From an optimization exercise on the open Yosys and OpenROAD flow, aimed at small area; shortcuts taken in it are not production practice. Only simulation tests tie the RTL to the original design; equivalence was not proved. Power is estimated from default activity; no workload was simulated.

===== flow/run.sh =====
#!/bin/bash
# The standard layout (the standard.sh: unchanged synthesis, floorplan, power grid, placement,
# routing), with these choices passed to ORFS through its own variables:
#  - clock tree synthesis with clkbuf_8 clusters of at most 16 sinks and without dummy loads;
#  - input/output port buffers of the smallest buffer cell.
set -euo pipefail
export CTS_ARGS="-sink_clustering_enable -repair_clock_nets -dont_use_dummy_load -buf_list sky130_fd_sc_hd__clkbuf_8 -sink_clustering_size 16 -sink_clustering_max_diameter 70"
export BUFFER_PORTS_ARGS="-buffer_cell sky130_fd_sc_hd__buf_1"
bash standard.sh > standard.log 2>&1

===== standard.sh =====
#!/bin/bash
# synth_recipe.tcl (not shown) runs the flow's synth.tcl, then flattens the netlist and writes it again
# the make line also repeats each setting of config.mk as NAME=value (left out here)
make -C /OpenROAD-flow-scripts/flow DESIGN_CONFIG=/design/flow/config.mk WORK_HOME=/design/flow/orfs CLKGATE_MAP_FILE= SYNTH_SCRIPT=/design/flow/synth_recipe.tcl "${@:-finish}"

===== config.mk =====
export PLATFORM = sky130hd
export DESIGN_NAME = data_mem_responder
export DESIGN_NICKNAME = data_mem_responder
export VERILOG_FILES = /design/flow/design.v
export SDC_FILE = /design/flow/constraint.sdc
export NUM_CORES = 4
export LEC_CHECK = 0
export ABC_AREA = 0
export CAP_MARGIN = 20
export CORE_MARGIN = 2
export CORE_UTILIZATION = 70
export PLACE_DENSITY = 0.8
export SLEW_MARGIN = 20
export SYNTH_HIERARCHICAL = 1
export SYNTH_MINIMUM_KEEP_SIZE = 0

===== constraint.sdc =====
create_clock -name core_clock -period 10.0 [get_ports {clk}]
set_input_delay 2.0000 -clock core_clock [delete_from_list [all_inputs] [get_ports {clk}]]
set_output_delay 2.0000 -clock core_clock [all_outputs]
set_load 0.01 [all_outputs]

===== design.v =====
module data_mem_responder #(
   parameter int unsigned ADDR_BITS   = 5,
   parameter int unsigned WAIT_CYCLES = 2
) (
   input  logic        clk,
   input  logic        rst,
   input  logic        mem_read,
   input  logic        mem_write,
   input  logic [63:0] addr,
   input  logic [63:0] write_data,
   output logic [63:0] read_data,
   output logic        mem_ready,
   output logic        mem_err
);
   localparam int unsigned Words = 1 << ADDR_BITS;
   logic [1:0]           st_q;
   logic                 idle, last_busy, done;
   logic [ADDR_BITS-1:0] idx_q;
   logic                 ld_q, sd_q;      
   logic [63:0]          wdata_q;
   logic [63:0]          mem [Words];
   logic                 addr_ok;
   logic unused_addr;
   assign unused_addr = ^addr[63:ADDR_BITS+3];
   assign idle      = (st_q == 2'd0);
   assign last_busy = (st_q == 2'd2);
   assign done      = (st_q == 2'd3);
   assign addr_ok   = (addr[2:0] == 3'b000);
   always_ff @(posedge clk or posedge rst) begin
      if (rst)                            st_q <= 2'd0;
      else if (!idle || mem_read || mem_write) st_q <= st_q + 2'd1;
   end
   always_ff @(posedge clk) begin
      if (idle) begin
         idx_q   <= addr[ADDR_BITS+2:3];
         ld_q    <= mem_read && !mem_write && addr_ok;
         sd_q    <= mem_write && !mem_read && addr_ok;
         wdata_q <= write_data;
      end
   end
   logic [Words-1:0] dec, wen_lo, wen_hi, rsel;
   logic             wr_phase, rd_phase;
   assign wr_phase = last_busy & sd_q;
   assign rd_phase = done & ld_q;
   for (genvar w = 0; w < Words; w++) begin : g_dec
      assign dec[w] = (idx_q == w);
      dmr_and2 u_wen_lo (.a(wr_phase), .b(dec[w]), .y(wen_lo[w]));
      dmr_and2 u_wen_hi (.a(wr_phase), .b(dec[w]), .y(wen_hi[w]));
      dmr_and2 u_rsel (.a(rd_phase), .b(dec[w]), .y(rsel[w]));
   end
   always_ff @(posedge clk) begin
      for (int w = 0; w < Words; w++) begin
         if (wen_lo[w]) mem[w][31:0]  <= wdata_q[31:0];
         if (wen_hi[w]) mem[w][63:32] <= wdata_q[63:32];
      end
   end
   for (genvar b = 0; b < 64; b++) begin : g_bit
      logic [Words-1:0] col;
      logic [9:0]       grp_n;
      logic             rest;
      for (genvar w = 0; w < Words; w++) begin : g_col
         assign col[w] = mem[w][b];
      end
      for (genvar g = 0; g < 10; g++) begin : g_grp
         dmr_aoi222 u_aoi (.s(rsel[3*g+:3]), .d(col[3*g+:3]), .y_n(grp_n[g]));
      end
      logic [1:0] part;    
      logic       rest_n;  
      dmr_nand4 u_p0 (.a(grp_n[3:0]), .y(part[0]));
      dmr_nand4 u_p1 (.a(grp_n[7:4]), .y(part[1]));
      dmr_nand2 u_p2 (.a(grp_n[9:8]), .y(rest_n));
      dmr_a221o u_p3 (.s(rsel[31:30]), .d(col[31:30]), .c(rest_n), .y(rest));
      dmr_or3   u_or (.a({part, rest}), .y(read_data[b]));
   end
   assign mem_ready = done;
   assign mem_err   = done & ~ld_q & ~sd_q;
endmodule
module dmr_aoi222 (
   input  logic [2:0] s,
   input  logic [2:0] d,
   output logic       y_n
);
   assign y_n = ~|(s & d);
endmodule
module dmr_and2 (
   input  logic a,
   input  logic b,
   output logic y
);
   assign y = a & b;
endmodule
module dmr_nand4 (
   input  logic [3:0] a,
   output logic       y
);
   assign y = ~&a;
endmodule
module dmr_nand2 (
   input  logic [1:0] a,
   output logic       y
);
   assign y = ~&a;
endmodule
module dmr_a221o (
   input  logic [1:0] s,
   input  logic [1:0] d,
   input  logic       c,
   output logic       y
);
   assign y = (|(s & d)) | c;
endmodule
module dmr_or3 (
   input  logic [2:0] a,
   output logic       y
);
   assign y = |a;
endmodule

==> flow_metrics.env, run 1 <==
export IMPL_avgSynthCellArea_um2=22.6
export IMPL_cts_sinks=2121
export IMPL_timing_setup_tns_ns=0
export IMPL_placementRows=118
export IMPL_nets=3742
export IMPL_htree_levels=4
export IMPL_met2_usage=0.529
export IMPL_synth_main_ff_cell="edfxtp_1"
export IMPL_max_cap_violations=0
export IMPL_drt_pass1_iter_count=10
export IMPL_post_cts_buffers=0
export IMPL_core_area_um2=103000
export IMPL_cts_tree="built"
export IMPL_worstHoldPathType="flop to flop"
export IMPL_power_share_sequential=0.713
export IMPL_antenna_found_initial=6
export IMPL_drtIter0Drc=9823
export IMPL_first_global_vias=39200
export IMPL_ys_seq_area_frac=0.871
export IMPL_die_area_um2=107000
export IMPL_wl_mm=186
export IMPL_gp_congestion=0.758
export IMPL_num_vias=39600
export IMPL_ys_top_cells_by_area="edfxtp_1, a222oi_1, nand4_1"
export IMPL_yosysWarnings=8
export IMPL_antenna_left=0
export IMPL_port_buffers=141
export IMPL_io_pins=198
export IMPL_internal_power_mw=12.2
export IMPL_clockBufferDepth=3
export IMPL_power_frac_clock=0.240
export IMPL_synthCells=3239
export IMPL_crit_type="flop to output port"
export IMPL_grt_use_met3=0.112
export IMPL_drive_gt1_frac=0.0913
export IMPL_flow_area_growth_from_synthesis_pct=7.18
export IMPL_clk_latency_ns=0.89
export IMPL_netlist_area_um2=73100
export IMPL_grt_max_degree=65
export IMPL_critPathMaxFanout=64
export IMPL_combPwrFrac=0.047
export IMPL_report_final_slew_viol_count=0
export IMPL_hpwl_mm=86.5
export IMPL_worst_pin_slew_ns=1.32
export IMPL_synth_seq_cells=2121
export IMPL_place_area_um2=76000
export IMPL_ir_drop_mv=0.260
export IMPL_slew_headroom=0.120
export IMPL_grtUsageMet1=0.477
export IMPL_hold_viol_final=0
export IMPL_holdBufCountCts=0
export IMPL_cts_resized=0
export IMPL_numCtsBuffers=152
export IMPL_route_detailed_drc=0
export IMPL_final_fill_count=5161
export IMPL_p_per_area_nw_per_um2=201
export IMPL_grt_overflow=0
export IMPL_finalCritPeriodShare=0.630
export IMPL_cts_clk_slew_worst_paths_ns=0.09
export IMPL_finalSetupViolCount=0
export IMPL_start_util=0.706
export IMPL_wl_per_cell_um=37.3
export IMPL_worstPathArrival_ns=4.30
export IMPL_die_w_um=327
export IMPL_p_leak_nw=24.0
export IMPL_p_sw_frac=0.227
export IMPL_finClkSkew_ns=0.0750
export IMPL_cts_root_buf="clkbuf_8"
export IMPL_top_usage_layer="met2"
export IMPL_status="timing/DRC/antenna clean"
export IMPL_design_area_um2=78400
export IMPL_end_kind="output port"
export IMPL_yosysTopAreaCellShare=0.870
export IMPL_drt_vias_per_instance=7.94
export IMPL_synth_most_common_cell="edfxtp_1"
export IMPL_synth_nets=3374
export IMPL_async_reset_ff_frac=0.000943
export IMPL_grt_usage=0.348
export IMPL_required_ns=8.00
export IMPL_synth_common_cells="edfxtp_1, a222oi_1, nand4_1"
export IMPL_grt_first_pass_wirelength_mm=262
export IMPL_p_sw_mw=3.58
export IMPL_start_kind="flop"
export IMPL_synth_edf_count=2119
export IMPL_fin_crit_ns=6.30
export IMPL_die_height_um=327
export IMPL_synth_top_area_cell="edfxtp_1"
export IMPL_synth_cell_types=20
export IMPL_rsz0062_at_grt="no"
export IMPL_clock_fmax_mhz=159
per-module statistics from Yosys, one instance, submodules excluded:
module	cells	cell area, um2	times used	flip-flops and latches
data_mem_responder	2183	64000	1	2121
dmr_and2	1	6.26	96	0
dmr_or3	1	6.26	64	0
dmr_nand2	1	3.75	64	0
dmr_nand4	1	6.26	128	0
dmr_aoi222	1	10.0	640	0
dmr_a221o	1	10.0	64	0
final timing paths:
check | startpoint | endpoint | slack [ns] | cells past startpoint
max | idx_q[0] | read_data[24] | 3.70 | 8
min | st_q[0] | st_q[0] | 0.53 | 1
max reg2reg | st_q[0] | mem[28][7] | 7.03 | 4
min reg2reg | st_q[0] | st_q[0] | 0.53 | 1
max in group asynchronous | rst | st_q[1] | 8.89 | 2
min in group asynchronous | rst | st_q[0] | 1.00 | 2
power by group through the flow:
stage | sequential (mW) | combinational (mW) | clock (mW)
after global routing | 11.3 | 0.771 | 4.08
after CTS | 11.2 | 0.720 | 3.80
after detailed placement | 11.4 | 0.718 | 0
after global placement | 11.3 | 0.694 | 0
final | 11.3 | 0.738 | 3.79
after floorplan | 11.2 | 0.367 | 0
stage by stage:
stage,hold WS [ns],instances,setup WS [ns],util,power (mW)
final,0.534,4986,3.70,0.757,15.8
after global routing,0.579,4986,3.60,0.757,16.2
after CTS,0.542,4976,3.43,0.755,15.8
after detailed placement,0.526,4824,4.37,0.735,12.2
after global placement,0.488,4824,4.53,0.735,12.0
after floorplan,0.473,3239,5.13,-,11.6
metal layers:
| metal | vias up | share of wire |
|---|---|---|
| li1 | 15700 | - |
| met1 | 19300 | 0.31 |
| met2 | 4003 | 0.47 |
| met3 | 557 | 0.18 |
| met4 | 10 | 0.037 |
| met5 | - | 0.0012 |
cell type report:
type	instances	area, um2	area share
well taps	1380	1730	0.0220
repair buffers	217	1250	0.0160
diodes	1	2.50	0.0000319
flip-flops and latches	2121	63700	0.813
clock buffers	152	2090	0.0267
inverters	3	11.3	0.000144
multi-input cells	1112	9590	0.122
cell usage in the layout, fill, tap and decap left out, types with 44 or more instances in the layout:
master / n
a221o_1: 64
a222oi_1: 640
and2_2: 54
and2_4: 44
buf_1: 141
buf_4: 65
clkbuf_8: 152
edfxtp_1: 2119
nand2_1: 65
nand4_1: 128
or3_1: 66
state kept, by name, summed over array words and instances, names as in the netlist:
signal   count
ld_q         1
idx_q        5
wdata_q     64
mem       2048
st_q         2
sd_q         1
critical path: stages, from the launching register on:
cell      delay, ns
edfxtp_1       0.53
or3_1          0.51
nor2_1         0.25
and2_4         0.19
buf_4          0.91
a222oi_1       0.35
nand4_1        0.31
or3_1          0.22
buf_1          0.16
cells by family (layout without fill, tap and decap cells):
kind of cell / Yosys count / in the layout / share of synthesized area
muxes: 1 / 1 / 0.000154
adders and majority gates: 3 / 3 / 0.000514
AOI/OAI and AO/OA: 704 / 704 / 0.0964
other: 0 / 1 / 0
and+or+nand+nor: 403 / 403 / 0.0314
xor gates and xnor gates: 1 / 1 / 0.000120
DFF: 2121 / 2121 / 0.871
buffers and inverters: 6 / 372 / 0.000308
==> run 2: changes to the inputs <==
--- a/design.v
+++ b/design.v
@@ -18,7 +18,7 @@
    logic [ADDR_BITS-1:0] idx_q;
    logic                 ld_q, sd_q;      
    logic [63:0]          wdata_q;
-   logic [63:0]          mem [Words];
+   logic [Words-1:0][63:0] mem;
    logic                 addr_ok;
    logic unused_addr;
    assign unused_addr = ^addr[63:ADDR_BITS+3];
@@ -38,22 +38,24 @@
          wdata_q <= write_data;
       end
    end
-   logic [Words-1:0] dec, wen_lo, wen_hi, rsel;
+   logic [Words-1:0] dec, wen, wen_n, rsel;
    logic             wr_phase, rd_phase;
    assign wr_phase = last_busy & sd_q;
    assign rd_phase = done & ld_q;
    for (genvar w = 0; w < Words; w++) begin : g_dec
       assign dec[w] = (idx_q == w);
-      dmr_and2 u_wen_lo (.a(wr_phase), .b(dec[w]), .y(wen_lo[w]));
-      dmr_and2 u_wen_hi (.a(wr_phase), .b(dec[w]), .y(wen_hi[w]));
+      dmr_and2  u_wen   (.a(wr_phase), .b(dec[w]), .y(wen[w]));
+      dmr_nand2 u_wen_n (.a({wr_phase, dec[w]}), .y(wen_n[w]));
       dmr_and2 u_rsel (.a(rd_phase), .b(dec[w]), .y(rsel[w]));
    end
-   always_ff @(posedge clk) begin
-      for (int w = 0; w < Words; w++) begin
-         if (wen_lo[w]) mem[w][31:0]  <= wdata_q[31:0];
-         if (wen_hi[w]) mem[w][63:32] <= wdata_q[63:32];
+   logic [Words-1:0][63:0] mem_d;
+   for (genvar w = 0; w < Words; w++) begin : g_word
+      for (genvar b = 0; b < 64; b++) begin : g_cell
+         dmr_hold u_hold (.q(mem[w][b]), .we(wen[w]), .we_n(wen_n[w]), .d(wdata_q[b]),
+                          .y(mem_d[w][b]));
       end
    end
+   always_ff @(posedge clk) mem <= mem_d;
    for (genvar b = 0; b < 64; b++) begin : g_bit
       logic [Words-1:0] col;
       logic [9:0]       grp_n;
@@ -115,3 +117,12 @@
 );
    assign y = |a;
 endmodule
+module dmr_hold (
+   input  logic q,
+   input  logic we,
+   input  logic we_n,
+   input  logic d,
+   output logic y
+);
+   assign y = (q & we_n) | (we & d);
+endmodule
==> flow/run.sh (replaced) <==
#!/bin/bash
# The standard layout (the standard.sh: unchanged synthesis, floorplan, power grid, placement,
# routing), with these choices passed to ORFS through its own variables:
#  - clock tree synthesis with clkbuf_8 clusters of at most 16 sinks and without dummy loads;
#  - input/output port buffers of the smallest buffer cell.
set -euo pipefail
export CTS_ARGS="-sink_clustering_enable -repair_clock_nets -dont_use_dummy_load -buf_list sky130_fd_sc_hd__clkbuf_8 -sink_clustering_size 16 -sink_clustering_max_diameter 50"
export BUFFER_PORTS_ARGS="-buffer_cell sky130_fd_sc_hd__buf_1"
bash standard.sh > standard.log 2>&1
==> flow_metrics.env, run 2 <==
export IMPL_htree_levels=4
export IMPL_rsz0062_at_grt="no"
export IMPL_start_kind="flop"
export IMPL_cts_resized=0
export IMPL_core_area_um2=100000
export IMPL_synth_edf_count=71
export IMPL_worst_pin_slew_ns=1.31
export IMPL_hold_viol_final=0
export IMPL_timing_setup_tns_ns=0
export IMPL_flow_area_growth_from_synthesis_pct=8.71
export IMPL_largest_reg_flops=2048
export IMPL_antenna_found_initial=10
export IMPL_critPathMaxFanout=37
export IMPL_drt_pass1_iter_count=11
export IMPL_async_reset_ff_frac=0.000943
export IMPL_required_ns=8.00
export IMPL_drive_gt1_frac=0.0685
export IMPL_slew_headroom=0.130
export IMPL_cts_sinks=2121
export IMPL_place_ws_ns=4.20
export IMPL_hpwl_mm=135
export IMPL_p_per_area_nw_per_um2=299
export IMPL_report_final_slew_viol_count=0
export IMPL_synth_common_cells="a22o_1, dfxtp_1, a222oi_1"
export IMPL_first_global_vias=59500
export IMPL_clk_latency_ns=0.92
export IMPL_cts_tree="built"
export IMPL_clockBufferDepth=3
export IMPL_post_cts_buffers=0
export IMPL_worstPathArrival_ns=4.59
export IMPL_drtIter0Drc=13800
export IMPL_final_cell_mix="a22o_1, dfxtp_1, a222oi_1, clkbuf_8, buf_1"
export IMPL_finalCritPeriodShare=0.659
export IMPL_numCtsBuffers=158
export IMPL_route_detailed_drc=0
export IMPL_die_height_um=321
export IMPL_die_w_um=321
export IMPL_ir_drop_mv=0.374
export IMPL_max_cap_violations=0
export IMPL_finClkSkew_ns=0.0618
export IMPL_holdBufCountCts=0
export IMPL_largest_register="mem"
export IMPL_grt_max_degree=65
export IMPL_cts_root_buf="clkbuf_8"
export IMPL_die_area_um2=103000
export IMPL_r2r_slack_ns=6.62
export IMPL_synthCells=5287
export IMPL_p_leak_nw=29.4
export IMPL_netlist_area_um2=70500
export IMPL_wl_per_cell_um=38.0
export IMPL_avgSynthCellArea_um2=13.3
export IMPL_yosysWarnings=7
export IMPL_end_kind="output port"
export IMPL_synth_seq_cells=2121
export IMPL_gp_congestion=0.852
export IMPL_synth_cell_types=22
export IMPL_finalSetupViolCount=0
export IMPL_ys_top_cells_by_area="dfxtp_1, a22o_1, a222oi_1"
export IMPL_grt_overflow=0
export IMPL_placementRows=116
export IMPL_setup_worst_path_start="st_q[1]"
export IMPL_finalWorstSetupSlack_ns=3.41
export IMPL_hold_start="mem[478]"
export IMPL_status="timing/DRC/antenna clean"
export IMPL_io_pins=198
export IMPL_antenna_left=0
export IMPL_nets=5849
export IMPL_synth_top_area_cell="dfxtp_1"
export IMPL_cts_clk_slew_worst_paths_ns=0.09
export IMPL_drt_vias_per_instance=8.74
export IMPL_wl_mm=266
export IMPL_timing_rr_start="st_q[0]"
export IMPL_synth_nets=5422
export IMPL_ys_seq_area_frac=0.613
export IMPL_yosysTopAreaCellShare=0.582
export IMPL_port_buffers=141
export IMPL_fin_crit_ns=6.59
export IMPL_worstHoldPathType="flop to flop"
export IMPL_clock_fmax_mhz=152
export IMPL_start_util=0.705
export IMPL_synth_main_ff_cell="dfxtp_1"
export IMPL_grt_first_pass_wirelength_mm=386
export IMPL_num_vias=61300
export IMPL_reg_top3="mem (2048), wdata_q (64), idx_q (5)"
export IMPL_grt_usage=0.497
export IMPL_crit_type="flop to output port"
## run 2: cell count changes after synthesis
cell,previous run,this run
or3b_1,3,0
dfxtp_1,0,2048
edfxtp_1,2119,71
and2_1,98,66
or3b_4,0,3
a22o_1,0,2048
nand2_1,65,97
## run 2: cell type report
cell class                 instances  area (um2)
fill                            6563       23400
tap                             1298        1620
antenna                            6        15.0
multi-input combinational       3160       27700
sequential                      2121       43200
timing repair buffer             270        1910
clock buffer                     158        2170
inverter                           3        11.3
## run 2: cells by family (layout without fill, tap and decap cells)
family          Yosys count  in the layout  synth area share
fa+ha+maj                 3              3          0.000533
simple gates            403            403            0.0315
xor+xnor                  1              1          0.000124
buf+inv                   6            431          0.000320
compound gates         2752           2752             0.355
flops                  2121           2121             0.613
mux                       1              1          0.000160
other cells               0              6                 0
## run 2: critical path: stages, from the launching register on
cell and delay [ns]:
dfrtp_1 0.40, ha_1 0.26, and2_2 0.61, and2_4 0.70, buf_4 0.74, a222oi_1 0.20
nand2_1 0.12, a221o_1 0.10, or3_1 0.29, buf_1 0.20
## run 2: routing by layer
layer,global-route usage,up-vias,share of wire,wire length [um]
met2,0.704,6134,0.40,107000
met1,0.645,29500,0.35,93400
met3,0.196,1561,0.17,46400
met5,0.00851,-,0.00049,131
met4,0.284,12,0.071,19000
li1,-,24100,-,-
## run 2: power breakdown
| group | total [mW] | internal, mW | switching, mW | leakage, nW |
|---|---|---|---|---|
| logic | 4.53 | 3.01 | 1.52 | 10.8 |
| registers | 14.4 | 12.0 | 2.36 | 17.4 |
| clock network | 4.05 | 1.42 | 2.63 | 1.14 |
| total | 22.9 | 16.4 | 6.51 | 29.4 |
## run 2: modules after synthesis, one instance, submodules excluded
| module | copies in the design | cells inside | area [um2] |
|---|---|---|---|
| dmr_or3 | 64 | 1 | 6.26 |
| data_mem_responder | 1 | 2183 | 43500 |
| dmr_aoi222 | 640 | 1 | 10.0 |
| dmr_nand2 | 96 | 1 | 3.75 |
| dmr_nand4 | 128 | 1 | 6.26 |
| dmr_a221o | 64 | 1 | 10.0 |
| dmr_and2 | 64 | 1 | 6.26 |
| dmr_hold | 2048 | 1 | 8.76 |
## run 2: path summary, 6_finish.rpt
path / cells past startpoint / end
hold reg to reg: 1 / mem[478]
hold / removal: 1 / mem[478]
setup reg to reg: 7 / mem[1389]
max in group asynchronous: 2 / st_q[0]
min in group asynchronous: 2 / st_q[1]
setup / recovery: 9 / read_data[36]
## run 2: metrics by stage
stage,instance area [um2],power [mW],std cells,util,hold WS (ns)
6_report,76600,22.9,7016,0.766,0.488
5_1_grt,76600,23.8,7012,0.766,0.496
4_1_cts,75900,22.5,6977,0.759,0.486
3_5_place_dp,73800,18.7,6819,0.738,0.469
3_3_place_gp,73700,18.3,6817,0.737,0.464
2_1_floorplan,70500,17.3,5287,-,0.455
==> run 3: changes to the inputs <==
--- a/design.v
+++ b/design.v
@@ -30,14 +30,17 @@
       if (rst)                            st_q <= 2'd0;
       else if (!idle || mem_read || mem_write) st_q <= st_q + 2'd1;
    end
-   always_ff @(posedge clk) begin
-      if (idle) begin
-         idx_q   <= addr[ADDR_BITS+2:3];
-         ld_q    <= mem_read && !mem_write && addr_ok;
-         sd_q    <= mem_write && !mem_read && addr_ok;
-         wdata_q <= write_data;
-      end
+   localparam int unsigned CapBits = ADDR_BITS + 2 + 64;
+   logic [CapBits-1:0] cap_q, cap_in, cap_d;
+   logic               idle_n;
+   assign idle_n = ~idle;
+   assign cap_in = {addr[ADDR_BITS+2:3], mem_read && !mem_write && addr_ok,
+                    mem_write && !mem_read && addr_ok, write_data};
+   for (genvar i = 0; i < CapBits; i++) begin : g_cap
+      dmr_hold u_hold (.q(cap_q[i]), .we(idle), .we_n(idle_n), .d(cap_in[i]), .y(cap_d[i]));
    end
+   always_ff @(posedge clk) cap_q <= cap_d;
+   assign {idx_q, ld_q, sd_q, wdata_q} = cap_q;
    logic [Words-1:0] dec, wen, wen_n, rsel;
    logic             wr_phase, rd_phase;
    assign wr_phase = last_busy & sd_q;
==> flow_metrics.env, run 3 <==
export IMPL_status="timing/DRC/antenna clean"
export IMPL_synth_edf_count=0
export IMPL_clockBufferDepth=3
export IMPL_clk_latency_ns=0.93
export IMPL_critical_path_buf_inv_count=2
export IMPL_finClkSkew_ns=0.0614
export IMPL_worstPathArrival_ns=4.62
export IMPL_die_area_um2=103000
export IMPL_cts_tree="built"
export IMPL_netlist_area_um2=70400
export IMPL_clock_fmax_mhz=151
export IMPL_drtIter0Drc=13400
export IMPL_gp_congestion=0.828
export IMPL_wl_per_cell_um=38.7
export IMPL_synth_top_area_cell="dfxtp_1"
export IMPL_grt_usage=0.508
export IMPL_place_ws_ns=4.63
export IMPL_max_cap_violations=0
export IMPL_finalWorstSetupSlack_ns=3.38
export IMPL_finalSetupViolCount=0
export IMPL_design_area_um2=76100
export IMPL_slew_headroom=0.123
export IMPL_async_reset_ff_frac=0.000943
export IMPL_report_final_slew_viol_count=0
export IMPL_cpMaxStageDelayCell="buf_4"
export IMPL_cts_root_buf="clkbuf_8"
export IMPL_post_cts_buffers=0
export IMPL_port_buffers=141
export IMPL_hpwl_mm=131
export IMPL_drt_pass1_iter_count=14
export IMPL_grt_overflow=0
export IMPL_end_kind="output port"
export IMPL_first_global_vias=59500
export IMPL_hold_viol_final=0
export IMPL_nets=5886
export IMPL_die_height_um=321
export IMPL_timing_setup_tns_ns=0
export IMPL_final_cell_mix="a22o_1, dfxtp_1, a222oi_1, clkbuf_8, buf_1"
export IMPL_worstPathCellList="or3b_4 -> nor2_1 -> and2_4 -> buf_4 -> a222oi_1 -> nand4_1 -> or3_1 -> buf_1"
export IMPL_num_vias=62400
export IMPL_start_util=0.705
export IMPL_die_w_um=321
export IMPL_timing_rr_start="st_q[0]"
export IMPL_holdBufCountCts=0
export IMPL_numCtsBuffers=160
export IMPL_synth_nets=5494
export IMPL_critPathMaxStageDelay_ns=0.76
export IMPL_critPathMaxFanout=37
export IMPL_reg_top3="mem (2048), cap_q (71), st_q (2)"
export IMPL_ys_top_cells_by_area="dfxtp_1, a22o_1, a222oi_1"
export IMPL_synthCells=5359
export IMPL_flow_area_growth_from_synthesis_pct=8.14
export IMPL_antenna_left=0
export IMPL_avgSynthCellArea_um2=13.1
export IMPL_io_pins=198
export IMPL_grt_first_pass_wirelength_mm=392
export IMPL_synth_seq_cells=2121
export IMPL_yosysWarnings=7
export IMPL_ys_seq_area_frac=0.603
export IMPL_total_power_mw=15.7
export IMPL_route_detailed_drc=0
export IMPL_largest_register="mem"
export IMPL_start_kind="flop"
export IMPL_grt_max_degree=72
export IMPL_p_per_area_nw_per_um2=206
export IMPL_setup_worst_path_start="cap_q[68]"
export IMPL_cp_top_family="simple AND/OR/NAND/NOR gates"
export IMPL_drt_vias_per_instance=8.84
export IMPL_synth_common_cells="a22o_1, dfxtp_1, a222oi_1"
export IMPL_drive_gt1_frac=0.0727
export IMPL_synth_cell_types=21
export IMPL_finalCritPeriodShare=0.662
export IMPL_placementRows=116
export IMPL_yosysTopAreaCellShare=0.603
export IMPL_htree_levels=4
export IMPL_largest_reg_flops=2048
export IMPL_crit_type="flop to output port"
export IMPL_cts_sinks=2121
export IMPL_required_ns=8.00
export IMPL_rsz0062_at_grt="no"
export IMPL_hold_start="mem[87]"
export IMPL_ir_drop_mv=0.260
export IMPL_wl_mm=273
export IMPL_worst_pin_slew_ns=1.32
export IMPL_synth_main_ff_cell="dfxtp_1"
export IMPL_p_leak_nw=29.0
export IMPL_cts_resized=0
export IMPL_cts_clk_slew_worst_paths_ns=0.09
export IMPL_core_area_um2=99900
export IMPL_antenna_found_initial=8
export IMPL_place_area_um2=73600
export IMPL_worstHoldPathType="flop to flop"
export IMPL_final_common_cell="a22o_1"
export IMPL_fin_crit_ns=6.62
## run 3: cell types whose count changed in the layout (fill, tap and decap cells not counted), sizes merged, moves of 2 or more
cell,change
dfxtp,+71
edfxtp,-71
a22o,+71
diode,+4
buf,-37
clkbuf,+2
## run 3: power breakdown
group | switching [mW] | internal, mW
registers | 1.47 | 9.02
clock network | 2.64 | 1.43
logic | 0.494 | 0.617
## run 3: final cells by class
class,instances,area (um2)
Sequential cell,2121,42500
Multi-Input combinational cell,3231,28300
Fill cell,6695,23700
Clock buffer,160,2200
Tap cell,1298,1620
Timing Repair Buffer,233,1360
Antenna cell,10,25.0
Inverter,4,20.0
## run 3: layer usage
layer,part of all wire,up-vias,track usage
met5,0.00045,-,0.00993
li1,-,24300,-
met2,0.40,6336,0.704
met4,0.075,4,0.311
met1,0.35,30100,0.654
met3,0.18,1655,0.213
## run 3: logic make-up after synthesis
logic type,Yosys count,share of synthesized area
simple gates,403,0.0316
mux,1,0.000160
compound gates,2823,0.364
fa+ha+maj,3,0.000533
flops,2121,0.603
xor+xnor,1,0.000124
buf+inv,7,0.000373
## run 3: worst reg2reg max path, delay by kind of cell (launching register included)
family	cells	cell delay, ns
AOI/OAI and AO/OA	1	0.30
DFF	1	0.43
buffers and inverters	3	1.64
adders and majority gates	1	0.16
and+or+nand+nor	2	0.85
## run 3: stage by stage
stage               cells  hold slack (ns)   util
floorplan            5359            0.455      -
global placement     6880            0.465  0.737
detailed placement   6881            0.469  0.737
CTS                  7041            0.486  0.759
global route         7050            0.496  0.762
finish               7057            0.488  0.762
## run 3: modules after synthesis, one instance, submodules excluded, excerpt
module	copies in the design	flip-flops and latches
dmr_and2	64	0
dmr_a221o	64	0
data_mem_responder	1	2121
dmr_hold	2119	0
dmr_aoi222	640	0
dmr_nand4	128	0
dmr_or3	64	0
## run 3: worst paths after layout
path / endpoint / slack [ns] / cells after the start
max in group asynchronous: st_q[1] / 8.97 / 2
hold reg to reg: mem[87] / 0.49 / 1
min in group asynchronous: st_q[0] / 0.92 / 2
setup reg to reg: mem[96] / 6.55 / 7
hold / removal: mem[87] / 0.49 / 1
setup / recovery: read_data[53] / 3.38 / 8
==> run 4: changes to the inputs <==
--- a/config.mk
+++ b/config.mk
@@ -8,8 +8,8 @@
 export ABC_AREA = 0
 export CAP_MARGIN = 20
 export CORE_MARGIN = 2
-export CORE_UTILIZATION = 70
-export PLACE_DENSITY = 0.8
+export CORE_UTILIZATION = 60
+export PLACE_DENSITY = 0.7
 export SLEW_MARGIN = 20
 export SYNTH_HIERARCHICAL = 1
 export SYNTH_MINIMUM_KEEP_SIZE = 0
==> flow_metrics.env, run 4 <==
export IMPL_status="timing/DRC/antenna clean"
export IMPL_synth_seq_cells=2121
export IMPL_timing_setup_tns_ns=0
export IMPL_p_leak_nw=29.1
export IMPL_synthCells=5359
export IMPL_yosysTopAreaCellShare=0.603
export IMPL_ys_seq_area_frac=0.603
export IMPL_critPathMaxStageDelay_ns=0.78
export IMPL_p_sw_mw=4.66
export IMPL_die_area_um2=120000
export IMPL_synth_edf_count=0
export IMPL_hpwl_mm=139
export IMPL_synth_main_ff_cell="dfxtp_1"
export IMPL_cts_resized=0
export IMPL_wl_per_cell_um=38.0
export IMPL_die_w_um=346
export IMPL_clock_fmax_mhz=152
export IMPL_port_buffers=141
export IMPL_cts_tree="built"
export IMPL_synth_common_cells="a22o_1, dfxtp_1, a222oi_1"
export IMPL_num_vias=60500
export IMPL_place_ws_ns=4.54
export IMPL_endpoint="read_data[12]"
export IMPL_clockBufferDepth=3
export IMPL_drt_pass1_iter_count=10
export IMPL_combPwrFrac=0.080
export IMPL_htree_levels=4
export IMPL_netlist_area_um2=70400
export IMPL_flow_area_growth_from_synthesis_pct=8.75
export IMPL_rsz0062_at_grt="no"
export IMPL_cts_clk_slew_worst_paths_ns=0.08
export IMPL_post_cts_buffers=0
export IMPL_r2r_slack_ns=6.19
export IMPL_place_area_um2=74100
export IMPL_r2r_end="mem[29]"
export IMPL_final_common_cell="a22o_1"
export IMPL_first_global_vias=57600
export IMPL_antenna_found_initial=9
export IMPL_holdBufCountCts=0
export IMPL_p_per_area_nw_per_um2=207
export IMPL_clk_latency_ns=0.93
export IMPL_fin_crit_ns=6.60
export IMPL_power_share_sequential=0.655
export IMPL_cpMaxStageDelayCell="buf_4"
export IMPL_largest_register="mem"
export IMPL_finalSetupViolCount=0
export IMPL_drive_gt1_frac=0.0752
export IMPL_largest_reg_flops=2048
export IMPL_grt_first_pass_wirelength_mm=397
export IMPL_wl_mm=278
export IMPL_crit_top_cell="or3_1"
export IMPL_die_height_um=346
export IMPL_required_ns=8.00
export IMPL_yosysWarnings=7
export IMPL_final_cell_mix="a22o_1, dfxtp_1, a222oi_1, clkbuf_8, buf_1"
export IMPL_design_area_um2=76500
export IMPL_finClkSkew_ns=0.0741
export IMPL_io_pins=198
export IMPL_core_area_um2=116000
export IMPL_end_kind="output port"
export IMPL_grt_overflow=0
export IMPL_cts_sinks=2121
export IMPL_gp_congestion=0.828
export IMPL_timing_rr_start="st_q[0]"
export IMPL_placementRows=125
export IMPL_avgSynthCellArea_um2=13.1
export IMPL_finalCritPeriodShare=0.660
export IMPL_crit_type="flop to output port"
export IMPL_nets=5911
export IMPL_grt_max_degree=65
export IMPL_internal_power_mw=11.2
export IMPL_finalWorstSetupSlack_ns=3.40
export IMPL_critPathMaxFanout=36
export IMPL_route_detailed_drc=0
export IMPL_cts_root_buf="clkbuf_8"
export IMPL_drt_vias_per_instance=8.29
export IMPL_synth_nets=5494
export IMPL_numCtsBuffers=168
export IMPL_hold_viol_final=0
export IMPL_worstPathArrival_ns=4.60
export IMPL_start_kind="flop"
export IMPL_drtIter0Drc=11400
export IMPL_synth_cell_types=21
export IMPL_setup_worst_path_start="cap_q[67]"
export IMPL_p_sw_frac=0.295
export IMPL_worst_pin_slew_ns=1.29
export IMPL_reg_top3="mem (2048), cap_q (71), st_q (2)"
export IMPL_rr_worst_depth=7
export IMPL_report_final_slew_viol_count=0
export IMPL_ir_drop_mv=0.290
export IMPL_worstHoldPathType="flop to flop"
export IMPL_start_util=0.606
export IMPL_worstPathCellList="or3_1 -> nor2_1 -> and2_4 -> buf_4 -> a222oi_1 -> nand4_1 -> or3_1 -> buf_1"
export IMPL_async_reset_ff_frac=0.000943
export IMPL_max_cap_violations=0
export IMPL_power_frac_clock=0.265
export IMPL_synth_top_area_cell="dfxtp_1"
export IMPL_slew_headroom=0.142
export IMPL_grt_usage=0.441
export IMPL_ys_top_cells_by_area="dfxtp_1, a22o_1, a222oi_1"
export IMPL_antenna_left=0
run 4: cell types whose count changed in the layout (fill, tap and decap cells not counted), moves of 5 or more:
cell,delta
buf_16,-5
buf_4,+15
diode_2,-7
dfxtp_1,+8
clkbuf_8,+8
dfxtp_2,-8
run 4: area by class of cell:
class                   instances  area [um2]
repair buffers                250        1440
inverters                       4        17.5
flip-flops and latches       2121       42500
well taps                    1524        1910
diodes                          3        7.51
fillers                      8941       39700
multi-input cells            3231       28300
clock buffers                 168        2310
run 4: critical path, delay by kind of cell, from the launching register on:
kind / cells / cell delay, ns
AO/OA/AOI/OAI: 1 / 0.24
buffers and inverters: 2 / 0.94
flip-flops: 1 / 0.44
AND/OR/NAND/NOR: 5 / 2.01
run 4: power by group through the flow:
stage / registers [mW] / clock network [mW] / logic [mW]
floorplan: 10.1 / 0 / 0.779
global placement: 10.5 / 0 / 1.16
detailed placement: 10.5 / 0 / 1.23
CTS: 10.3 / 4.18 / 1.23
global route: 10.5 / 4.48 / 1.34
finish: 10.4 / 4.19 / 1.26
run 4: kinds of logic after synthesis:
kind of cell	share of synthesized area
AO/OA/AOI/OAI	0.364
XOR/XNOR	0.000124
adder cells (fa/ha/maj)	0.000533
buffers and inverters	0.000373
flip-flops	0.603
multiplexers	0.000160
AND/OR/NAND/NOR	0.0316
run 4: worst min-delay path by stage:
| stage | endpoint | cells after the start | startpoint |
|---|---|---|---|
| final | mem[700] | 1 | mem[700] |
| after detailed placement | mem[1172] | 1 | mem[1172] |
| after CTS | mem[1719] | 1 | mem[1719] |
| after floorplan | mem[0] | 1 | mem[0] |
| after global routing | mem[988] | 1 | mem[988] |
| after global placement | mem[391] | 1 | mem[391] |
run 4: through the flow:
step	cells	hold slack [ns]	util	power [mW]
floorplan	5359	0.455	-	10.9
global placement	7124	0.464	0.637	11.6
detailed placement	7127	0.469	0.637	11.7
CTS	7295	0.487	0.657	15.7
global route	7300	0.496	0.659	16.3
finish	7301	0.486	0.659	15.8
run 4: layer usage:
layer,part of all wire,track usage
met5,0.00037,0
met3,0.15,0.145
met1,0.37,0.590
met2,0.42,0.638
met4,0.056,0.224
run 4: modules after synthesis (local to each module, per instance):
module              times used  cells inside  cell area, um2
data_mem_responder           1          2184           42800
dmr_a221o                   64             1            10.0
dmr_aoi222                 640             1            10.0
dmr_hold                  2119             1            8.76
dmr_and2                    64             1            6.26
dmr_nand4                  128             1            6.26
dmr_or3                     64             1            6.26
dmr_nand2                   96             1            3.75

==> re-timing with driven ports <==
No port has a modelled driver above. Below, the same layouts with a new extraction and two added sets of constraints.
Step 1 assumes that a clkbuf_16 drives the clock port and a buf_2 every other input.
Step 2 adds t to the input delays and takes it off the output delays; t is the mean of the earliest and latest rising clock arrival at the registers after step 1. Input paths then give back, and output paths get back, about the clock's delay inside the block.
Slacks: ideal ports / drivers / drivers and shift; pairs: ideal ports / drivers.
| run | shift t [ns] | slack for setup (ns) | worst hold slack (ns) | latest minus earliest clock arrival (ns) | cell pins on the clock port's net |
|---|---|---|---|---|---|
| run 1 | 0.911 | 3.701 / 3.631 / 4.542 | 0.534 / 0.534 / 0.534 | 0.100 / 0.100 | 1 |
| run 2 | 0.966 | 3.408 / 3.329 / 4.295 | 0.488 / 0.488 / 0.488 | 0.074 / 0.074 | 1 |
| run 3 | 0.969 | 3.382 / 3.302 / 4.271 | 0.488 / 0.488 / 0.488 | 0.080 / 0.080 | 1 |
| run 4 | 0.970 | 3.405 / 3.321 / 4.291 | 0.486 / 0.486 / 0.486 | 0.081 / 0.081 | 1 |
After both steps setup and hold are still met in every run listed.
